This is an optimization exercise on Yosys and OpenROAD, whose aim is small area, a short achievable clock period and few clock cycles per item, not a production implementation.
At most, simulation tests tie the RTL to the original design; equivalence was not proved.
Power is estimated from default activity; no workload was simulated.

== ember ==
Design positional_list_insert_delete_unit, start of the top module:
module positional_list_insert_delete_unit (
  input  wire logic               clk,
  input  wire logic               rst_n,
  input  wire logic               in_valid,
  output logic                    in_ready,
  input  wire logic [38:0]        in_data,
  output logic                    out_valid,
  input  wire logic               out_ready,
  output logic [39:0]             out_data
);
Size in the first run: ~2000 cells after synthesis, about 670 flip-flops, ~85 I/O pins, roughly 28000 µm² of cells after synthesis.
Settings: LEC_CHECK=0, CAP_MARGIN=20, CORE_MARGIN=2, CORE_UTILIZATION=40, CTS_BUF_LIST=sky130_fd_sc_hd__clkbuf_8 sky130_fd_sc_hd__clkbuf_16, CTS_CLUSTER_DIAMETER=80, CTS_CLUSTER_SIZE=20, SETUP_SLACK_MARGIN=1.9, SLEW_MARGIN=20; clock period 4.2 ns.
standard.sh (not shown) runs the stock make flow with config.mk's settings and CLKGATE_MAP_FILE= SYNTH_SCRIPT=/design/flow/synth_recipe.tcl, a recipe that flattens the netlist after the stock synthesis.
==> flow/flow/run.sh <==
#!/bin/bash
# The standard layout, with every port buffered by a buf_2 instead of the
# buffer cell buffer_ports picks on its own, and gate sizing not held to the
# cell's footprint. ORFS's output is in standard.log.
bash standard.sh 'BUFFER_PORTS_ARGS=-buffer_cell sky130_fd_sc_hd__buf_2' MATCH_CELL_FOOTPRINT=0 finish > standard.log 2>&1
Testbench counts of ember, summed over its fixed seeds: cycles 5,036, items 3,200.
The inputs of cedar differ from those of ember as listed below.
==> flow/run.sh (new file) <==
#!/bin/bash
# synth_recipe.tcl (not shown) runs the flow's synth.tcl, then flattens the netlist and writes it again
# the make line also repeats each setting of config.mk as NAME=value (left out here)
make -C /OpenROAD-flow-scripts/flow DESIGN_CONFIG=/design/flow/config.mk WORK_HOME=/design/flow/orfs CLKGATE_MAP_FILE= SYNTH_SCRIPT=/design/flow/synth_recipe.tcl finish
--- a/flow/config.mk
+++ b/flow/config.mk
@@ -9,7 +9,7 @@
 export CORE_MARGIN = 2
 export CORE_UTILIZATION = 40
-export CTS_BUF_LIST = sky130_fd_sc_hd__clkbuf_8 sky130_fd_sc_hd__clkbuf_16
-export CTS_CLUSTER_DIAMETER = 80
-export CTS_CLUSTER_SIZE = 20
+export CTS_BUF_LIST = sky130_fd_sc_hd__clkbuf_16
+export CTS_CLUSTER_DIAMETER = 100
+export CTS_CLUSTER_SIZE = 30
 export SETUP_SLACK_MARGIN = 1.9
 export SLEW_MARGIN = 20
removed: flow/flow/run.sh
removed: flow/standard.sh
==> comparison <==
Relative max-transition margin: cedar and ember compared, higher one is cedar. Changes observed in cedar relative to ember: area growth from synthesis to final layout went down 0.68 points; number of stages on the worst setup path went up 1. Fraction of power consumed by the clock network in cedar vs ember: down 3.9 points.
> inputs changed (cedar -> tundra)
--- a/flow/config.mk
+++ b/flow/config.mk
@@ -9,7 +9,7 @@
 export CORE_MARGIN = 2
 export CORE_UTILIZATION = 40
-export CTS_BUF_LIST = sky130_fd_sc_hd__clkbuf_16
-export CTS_CLUSTER_DIAMETER = 100
-export CTS_CLUSTER_SIZE = 30
-export SETUP_SLACK_MARGIN = 1.9
+export CTS_BUF_LIST = sky130_fd_sc_hd__clkbuf_8 sky130_fd_sc_hd__clkbuf_16
+export CTS_CLUSTER_DIAMETER = 80
+export CTS_CLUSTER_SIZE = 20
+export SETUP_SLACK_MARGIN = 2.3
 export SLEW_MARGIN = 20
Notes after the runs:
On post-placement cell count, tundra tracks cedar almost exactly. tundra vs cedar on combinational cell fraction of total power: tundra is the higher one. Delta (tundra minus cedar): number of vias after detailed routing increased by 1205 relative to the old numbers, initial detailed-routing violation count increased by about 17% relative to the old numbers, total power increased by 930 µW relative to the old numbers, worst slack on hold paths decreased by 29 ps relative to the old numbers. Run comparison: tundra classification of the worst setup path in2out; cedar classification of the worst setup path in2reg.
What nickel does differently from tundra at the input level:
--- a/flow/config.mk
+++ b/flow/config.mk
@@ -12,4 +12,4 @@
 export CTS_CLUSTER_DIAMETER = 80
 export CTS_CLUSTER_SIZE = 20
-export SETUP_SLACK_MARGIN = 2.3
+export SETUP_SLACK_MARGIN = 2.1
 export SLEW_MARGIN = 20
From tundra to nickel the numbers moved as follows: deepest level of the CTS H-tree neither gained nor lost much; area growth from synthesis to layout lost 6.7 points; maximum clock frequency lost 5.8%; critical path depth picked up an extra 1.
As far as area after detailed placement is concerned, tundra and nickel perform about the same.
Between tundra and nickel, the sequential power does not differ in any meaningful way.
tundra → nickel: worst path required time about even; final area fell 5.5%.

---

== the baseline ==
The RTL this note starts from:
==> flow/design.v <==
`timescale 1ns / 1ps
`default_nettype none
package plid_pkg;
  localparam int CAPACITY = 16;
  localparam int DATA_W   = 32;
  localparam int POS_W    = 5;
  localparam int OCNT_W   = 5;
  localparam int SLOT_W   = $clog2(CAPACITY);
  localparam int CNT_W    = $clog2(CAPACITY + 1);
  localparam logic [1:0] CMD_APPEND = 2'd0;
  localparam logic [1:0] CMD_INSERT = 2'd1;
  localparam logic [1:0] CMD_DELETE = 2'd2;
  localparam logic [1:0] CMD_DUMP   = 2'd3;
  localparam logic [1:0] STAT_OK    = 2'd0;
  localparam logic [1:0] STAT_FULL  = 2'd1;
  localparam logic [1:0] STAT_RANGE = 2'd2;
  typedef struct packed {
    logic [1:0]               cmd;
    logic signed [DATA_W-1:0] elem_value;
    logic [POS_W-1:0]         position;
  } plid_in_t;
  typedef struct packed {
    logic [1:0]               status;
    logic signed [DATA_W-1:0] elem_out;
    logic [OCNT_W-1:0]        count_now;
    logic                     last;
  } plid_out_t;
endpackage
`default_nettype wire
`timescale 1ns / 1ps
`default_nettype none
module plid_cell (
  input  wire logic                               clk,
  input  wire logic                               we,
  input  wire logic signed [plid_pkg::DATA_W-1:0] wdata,
  output logic signed [plid_pkg::DATA_W-1:0]      q
);
  logic signed [plid_pkg::DATA_W-1:0] val_r;
  always_ff @(posedge clk) begin
    if (we) val_r <= wdata;
  end
  assign q = val_r;
endmodule
`default_nettype wire
`timescale 1ns / 1ps
`default_nettype none
module positional_list_insert_delete_unit (
  input  wire logic               clk,
  input  wire logic               rst_n,
  input  wire logic               in_valid,
  output logic                    in_ready,
  input  wire logic [38:0]        in_data,
  output logic                    out_valid,
  input  wire logic               out_ready,
  output logic [39:0]             out_data
);
  localparam int N  = plid_pkg::CAPACITY;
  localparam int SW = plid_pkg::SLOT_W;
  localparam int CW = plid_pkg::CNT_W;
  localparam int OW = plid_pkg::OCNT_W;
  localparam int PW = plid_pkg::POS_W;
  plid_pkg::plid_in_t in_pkt;
  assign in_pkt = in_data;
  logic [CW-1:0]                      cnt_r, cnt_nxt;
  logic [N-1:0]                       cth_r, cth_nxt;  
  logic [SW-1:0]                      ptr_r [N];
  logic signed [plid_pkg::DATA_W-1:0] mem_q [N];
  logic                               dmp_r;      
  logic [SW-1:0]                      rem_r;      
  logic                               out_valid_r;
  plid_pkg::plid_out_t                out_r;
  logic                slot_free, acc, full, empty, one;
  logic                is_app, is_ins, is_del, is_dmp, dmp_elems;
  logic                pos_le_cnt, pos_lt_cnt;
  logic                ins_do, del_do, rot;
  logic [N-1:0]        ins_gt, ins_eq, del_ge, cnt_eq;
  logic [N:0]          cge;
  logic [CW-1:0]       cnt_inc, cnt_dec;
  logic [N-1:0]        cth_inc, cth_dec;
  logic [N-1:0]        oh_head, oh_top;
  logic [1:0]          stat;
  logic [SW-1:0]       del_slot;
  logic [N-1:0]        s_up, s_lt, s_dn, s_lh, s_hd;
  logic [SW-1:0]       ptr_nxt [N];
  logic signed [plid_pkg::DATA_W-1:0] rd_val;
  logic                emit, lst;
  always_comb begin
    slot_free  = !out_valid_r || out_ready;
    in_ready   = slot_free && !dmp_r;
    acc        = in_valid && in_ready;
    full       = cth_r[N-1];
    empty      = !cth_r[0];
    one        = cth_r[0] && !cth_r[1];
    for (int i = 0; i < N; i++) begin
      cnt_eq[i] = (i == 0) ? !cth_r[0] : (cth_r[i-1] && !cth_r[i]);
    end
    is_app     = in_pkt.cmd == plid_pkg::CMD_APPEND;
    is_ins     = in_pkt.cmd == plid_pkg::CMD_INSERT;
    is_del     = in_pkt.cmd == plid_pkg::CMD_DELETE;
    is_dmp     = in_pkt.cmd == plid_pkg::CMD_DUMP;
    cge        = {cth_r, 1'b1};
    pos_lt_cnt = !in_pkt.position[PW-1] && cth_r[in_pkt.position[SW-1:0]];
    pos_le_cnt = in_pkt.position[PW-1] ? (in_pkt.position[SW-1:0] == '0 && full)
                                       : cge[in_pkt.position[SW-1:0]];
    ins_do     = acc && !full && (is_app || is_ins);
    del_do     = acc && is_del;
    for (int i = 0; i < N; i++) begin
      if (is_app) begin
        ins_gt[i] = (i == 0) ? 1'b0 : !cth_r[i-1];
        ins_eq[i] = cnt_eq[i];
      end else begin
        ins_gt[i] = PW'(i) > in_pkt.position;
        ins_eq[i] = PW'(i) == in_pkt.position;
      end
      del_ge[i] = PW'(i) >= in_pkt.position;
    end
    del_slot   = ptr_r[in_pkt.position[SW-1:0]];
    stat = plid_pkg::STAT_OK;
    if (is_app || is_ins) begin
      if (full) stat = plid_pkg::STAT_FULL;
      else if (!is_app && !pos_le_cnt) stat = plid_pkg::STAT_RANGE;
    end else if (is_del) begin
      if (!pos_lt_cnt) stat = plid_pkg::STAT_RANGE;
    end else begin
      if (empty) stat = plid_pkg::STAT_RANGE;
    end
    cnt_inc = cnt_r + 1'b1;
    cnt_dec = cnt_r - 1'b1;
    cth_inc = {cth_r[N-2:0], 1'b1};
    cth_dec = {1'b0, cth_r[N-1:1]};
    cnt_nxt = cnt_r;
    cth_nxt = cth_r;
    if (acc && !full && (is_app || (is_ins && pos_le_cnt))) begin
      cnt_nxt = cnt_inc;
      cth_nxt = cth_inc;
    end
    if (acc && is_del && pos_lt_cnt) begin
      cnt_nxt = cnt_dec;
      cth_nxt = cth_dec;
    end
    dmp_elems = is_dmp && !empty;
    oh_head   = N'(1) << ptr_r[0];
    oh_top    = N'(1) << ptr_r[N-1];
    rd_val    = '0;
    for (int i = 0; i < N; i++) rd_val |= {plid_pkg::DATA_W{oh_head[i]}} & mem_q[i];
    emit      = slot_free && dmp_r;
    lst       = rem_r == SW'(1);
    rot       = emit || (acc && dmp_elems);
  end
  always_ff @(posedge clk) begin
    if (!rst_n) begin
      cnt_r       <= '0;
      cth_r       <= '0;
      dmp_r       <= 1'b0;
      out_valid_r <= 1'b0;
    end else begin
      cnt_r       <= cnt_nxt;
      cth_r       <= cth_nxt;
      out_valid_r <= !slot_free || dmp_r || acc;
      if (emit) begin
        if (lst) dmp_r <= 1'b0;
      end else if (acc && dmp_elems && !one) begin
        dmp_r <= 1'b1;
      end
    end
  end
  always_ff @(posedge clk) begin
    if (emit) rem_r <= rem_r - 1'b1;
    else if (acc) rem_r <= SW'(cnt_dec);
  end
  always_ff @(posedge clk) begin
    if (slot_free) begin
      if (dmp_r) begin
        out_r.status    <= plid_pkg::STAT_OK;
        out_r.elem_out  <= rd_val;
        out_r.count_now <= OW'(cnt_r);
        out_r.last      <= lst;
      end else if (acc) begin
        out_r.status    <= stat;
        out_r.elem_out  <= dmp_elems ? rd_val : '0;
        out_r.count_now <= OW'(cnt_nxt);
        out_r.last      <= !dmp_elems || one;
      end
    end
  end
  always_comb begin
    for (int i = 0; i < N; i++) begin
      s_up[i] = ins_do && ins_gt[i];
      s_lt[i] = ins_do && ins_eq[i];
      s_dn[i] = (del_do && del_ge[i]) || (rot && i < N - 1 && cth_r[(i + 1) % N]);
      s_lh[i] = rot && ((i == N - 1) ? full : cnt_eq[(i + 1) % N]);
      s_hd[i] = !(s_up[i] || s_lt[i] || s_dn[i] || s_lh[i]);
      ptr_nxt[i] = ({SW{s_up[i]}} & ptr_r[(i + N - 1) % N]) |
                   ({SW{s_lt[i]}} & ptr_r[N-1]) |
                   ({SW{s_dn[i]}} & ((i == N - 1) ? del_slot : ptr_r[(i + 1) % N])) |
                   ({SW{s_lh[i]}} & ptr_r[0]) |
                   ({SW{s_hd[i]}} & ptr_r[i]);
    end
  end
  always_ff @(posedge clk) begin
    for (int i = 0; i < N; i++) ptr_r[i] <= rst_n ? ptr_nxt[i] : SW'(i);
  end
  for (genvar g = 0; g < N; g++) begin : g_slot
    plid_cell u_cell (
      .clk   (clk),
      .we    (!full && oh_top[g]),
      .wdata (in_pkt.elem_value),
      .q     (mem_q[g])
    );
  end
  assign out_valid = out_valid_r;
  assign out_data  = out_r;
endmodule
`default_nettype wire
clock: 4.2 ns
lec_check: 0
cap_margin: 20
core_margin: 2
core_utilization: 40
cts_buf_list: sky130_fd_sc_hd__clkbuf_8 sky130_fd_sc_hd__clkbuf_16
cts_cluster_diameter: 80
cts_cluster_size: 20
setup_slack_margin: 2.2
slew_margin: 20
run.sh (not shown) runs the stock make flow with config.mk's settings and CLKGATE_MAP_FILE= SYNTH_SCRIPT=/design/flow/synth_recipe.tcl, a recipe that flattens the netlist after the stock synthesis.
Stock flow here: none of the scripts above is used.
The baseline closes out successfully: all stages finished, all timing, DRC and antenna checks passed.
[inputs] the candidate vs the baseline
# the baseline
export LEC_CHECK = 0
export CAP_MARGIN = 20
export CORE_MARGIN = 2
export CORE_UTILIZATION = 40
export CTS_BUF_LIST = sky130_fd_sc_hd__clkbuf_8 sky130_fd_sc_hd__clkbuf_16
export CTS_CLUSTER_DIAMETER = 80
export CTS_CLUSTER_SIZE = 20
export SETUP_SLACK_MARGIN = 2.2
export SLEW_MARGIN = 20
create_clock -name core_clock -period 4.2 [get_ports {clk}]
# the candidate
export LEC_CHECK = 0
export CAP_MARGIN = 20
export CORE_MARGIN = 2
export CORE_UTILIZATION = 40
export CTS_BUF_LIST = sky130_fd_sc_hd__clkbuf_8 sky130_fd_sc_hd__clkbuf_16
export CTS_CLUSTER_DIAMETER = 80
export CTS_CLUSTER_SIZE = 20
export SETUP_SLACK_MARGIN = 1.9
export SLEW_MARGIN = 20
create_clock -name core_clock -period 4.2 [get_ports {clk}]
For the candidate and the baseline, there was not a single run that failed to finish clean. The candidate vs the baseline, instance count: the candidate lower. Re final RePlAce weighted congestion: the baseline was lower than the candidate. In the metrics for the candidate and the baseline, the one carrying the higher actual slew at the worst max-slew pin is the baseline. The candidate vs. the baseline: setup slack after layout went down by 0.061 ns. Period utilization: the candidate and the baseline compared, higher one is the candidate. The post-placement cell area number comes out higher for the baseline vs the candidate. From the baseline to the candidate the numbers moved as follows: initial antenna violation count up 1; global-route wire length before repair decreased by about 7% relative to the old numbers; hold slack fell 0.0045 ns.
Function was not checked in any run of this note: the RTL went through the layout flow alone.

---

positional_list_insert_delete_unit, a different RTL version from the one above (not shown whole).
For scale: about 1900 cells after synthesis, ~660 flip-flops, roughly 85 I/O pins.
export LEC_CHECK = 0
export CAP_MARGIN = 20
export CORE_MARGIN = 2
export CORE_UTILIZATION = 40
export CTS_BUF_LIST = sky130_fd_sc_hd__clkbuf_8 sky130_fd_sc_hd__clkbuf_16
export CTS_CLUSTER_DIAMETER = 80
export CTS_CLUSTER_SIZE = 20
export SETUP_SLACK_MARGIN = 1.7
export SLEW_MARGIN = 20
create_clock -name core_clock -period 4.2 [get_ports {clk}]
standard.sh (not shown) runs the stock make flow with config.mk's settings and CLKGATE_MAP_FILE= SYNTH_SCRIPT=/design/flow/synth_recipe.tcl, a recipe that flattens the netlist after the stock synthesis.
==> flow/flow/run.sh <==
#!/bin/bash
# The standard layout, with every port buffered by a buf_2 instead of the
# buffer cell buffer_ports picks on its own. ORFS's output is in standard.log.
bash standard.sh 'BUFFER_PORTS_ARGS=-buffer_cell sky130_fd_sc_hd__buf_2' finish > standard.log 2>&1
Testbench counts at the start, summed over its fixed seeds: cycles 5,036, items 3,200.
Change:
- SETUP_SLACK_MARGIN: 1.7 -> 2.1
- synthesized area does not change
- count of clock-buffer cells in the layout is unchanged
- total power is higher by 2.9%
- core utilization is higher by 3.2 points
- setup slack improves by 0.14 ns
- cell area came out higher by 7.0%
- global-route usage grows by 0.95 points
- sequential share of layout area falls by 4.0 points
- non-clock buffer count goes up by 83
- flip-flop and latch count does not change
Change:
- CORE_UTILIZATION: 40 -> 50
- PLACE_DENSITY: not set -> 0.7
- SETUP_SLACK_MARGIN: 2.1 -> 1.9
Outcome:
- clock-buffer cell count drops by 1
- critical path depth drops by 2
- design area drops by 5.4%
- maximum frequency climbs by 0.45%
- die area drops by 20%
- non-clock buffer count drops by 80
- global-route usage climbs by 3.6 points
- clock skew hardly moves
- via count drops by 1.5%
Change:
- CORE_UTILIZATION: 50 -> 40
- CTS_BUF_LIST: sky130_fd_sc_hd__clkbuf_8 sky130_fd_sc_hd__clkbuf_16 -> sky130_fd_sc_hd__clkbuf_16
- CTS_CLUSTER_DIAMETER: 80 -> 100
- CTS_CLUSTER_SIZE: 20 -> 30
- PLACE_DENSITY: 0.7 -> not set
Final cell count rose by a few percent.
Power decreases by a few percent.
Worst setup slack gets better by 0.032 ns.
Global-route usage falls by 4.4 points.
Cell area barely changes.
Clock power drops by roughly a tenth.
Routed wire length climbs by a few percent.
Change:
==> flow/run.sh (new file) <==
#!/bin/bash
# synth_recipe.tcl (not shown) runs the flow's synth.tcl, then flattens the netlist and writes it again
# the make line also repeats each setting of config.mk as NAME=value (left out here)
make -C /OpenROAD-flow-scripts/flow DESIGN_CONFIG=/design/flow/config.mk WORK_HOME=/design/flow/orfs CLKGATE_MAP_FILE= SYNTH_SCRIPT=/design/flow/synth_recipe.tcl finish
- CTS_BUF_LIST: sky130_fd_sc_hd__clkbuf_16 -> sky130_fd_sc_hd__clkbuf_8 sky130_fd_sc_hd__clkbuf_16
- CTS_CLUSTER_DIAMETER: 100 -> 80
- CTS_CLUSTER_SIZE: 30 -> 20
removed: flow/flow/run.sh
removed: flow/standard.sh
Outcome:
- critical path depth grows by 1
- total power rose by 6.4%
- setup slack is worse by 0.064 ns
- wire length fell by 0.57%
Change:
==> flow/flow/run.sh (new file) <==
#!/bin/bash
# The standard layout, with every port buffered by a buf_2 instead of the
# buffer cell buffer_ports picks on its own. ORFS's output is in standard.log.
bash standard.sh 'BUFFER_PORTS_ARGS=-buffer_cell sky130_fd_sc_hd__buf_2' finish > standard.log 2>&1
==> flow/standard.sh (new file) <==
#!/bin/bash
# synth_recipe.tcl (not shown) runs the flow's synth.tcl, then flattens the netlist and writes it again
# the make line also repeats each setting of config.mk as NAME=value (left out here)
make -C /OpenROAD-flow-scripts/flow DESIGN_CONFIG=/design/flow/config.mk WORK_HOME=/design/flow/orfs CLKGATE_MAP_FILE= SYNTH_SCRIPT=/design/flow/synth_recipe.tcl "${@:-finish}"
removed: flow/run.sh
What happened: Setup slack gets better by 0.083 ns. Via count stays flat. Total power climbs slightly. Register-to-register slack gets better by 0.07 ns. First-iteration DRC count climbs by roughly a tenth. Sequential share of layout area climbs by 0.91 points. Worst hold slack gets worse by 0.055 ns. Non-clock buffer count drops by 14. Area after synthesis is unchanged. Final area drops slightly. Cell count is about the same.

[separate check: timing with driven ports]
In the flow no input, the clock included, has a driving cell. The finished layouts below were timed again as built, in two steps.
Step 1 assumes that a clkbuf_16 drives the clock port and a buf_2 every other input.
Step 2 moves the port delays by t, midway between the first and last clock arrival at a register: inputs arrive t later, outputs are due t later. That takes back most of the time a late clock gives input paths.
Three values: ideal, step 1, step 2; two values: the first two.
run | shift t [ns] | setup WS [ns] | worst data-port slew with drivers (ns)
ember | 0.673 | 1.927 / 1.928 / 1.296 | 0.17
cedar | 0.693 | 1.922 / 1.861 / 1.268 | 0.11
tundra | 0.653 | 2.076 / 2.020 / 1.392 | 0.20
nickel | 0.665 | 1.944 / 1.899 / 1.309 | 0.11
the baseline | 0.669 | 1.911 / 1.911 / 1.335 | 0.11
the candidate | 0.675 | 1.850 / 1.826 / 1.258 | 0.11
the first run of note 3 | 0.667 | 1.732 / 1.732 / 1.122 | 0.13
the second run of note 3 | 0.673 | 1.873 / 1.776 / 1.104 | 0.19
the third run of note 3 | 0.659 | 1.884 / 1.747 / 1.089 | 0.22
the fourth run of note 3 | 0.701 | 1.915 / 1.881 / 1.236 | 0.11
the fifth run of note 3 | 0.664 | 1.851 / 1.853 / 1.189 | 0.12
the sixth run of note 3 | 0.670 | 1.934 / 1.850 / 1.180 | 0.17
After both steps every run listed still meets setup and hold. For the third run of note 3, which loses most, drivers alone change the setup slack by -0.137 ns; drivers and shift together by -0.795 ns.
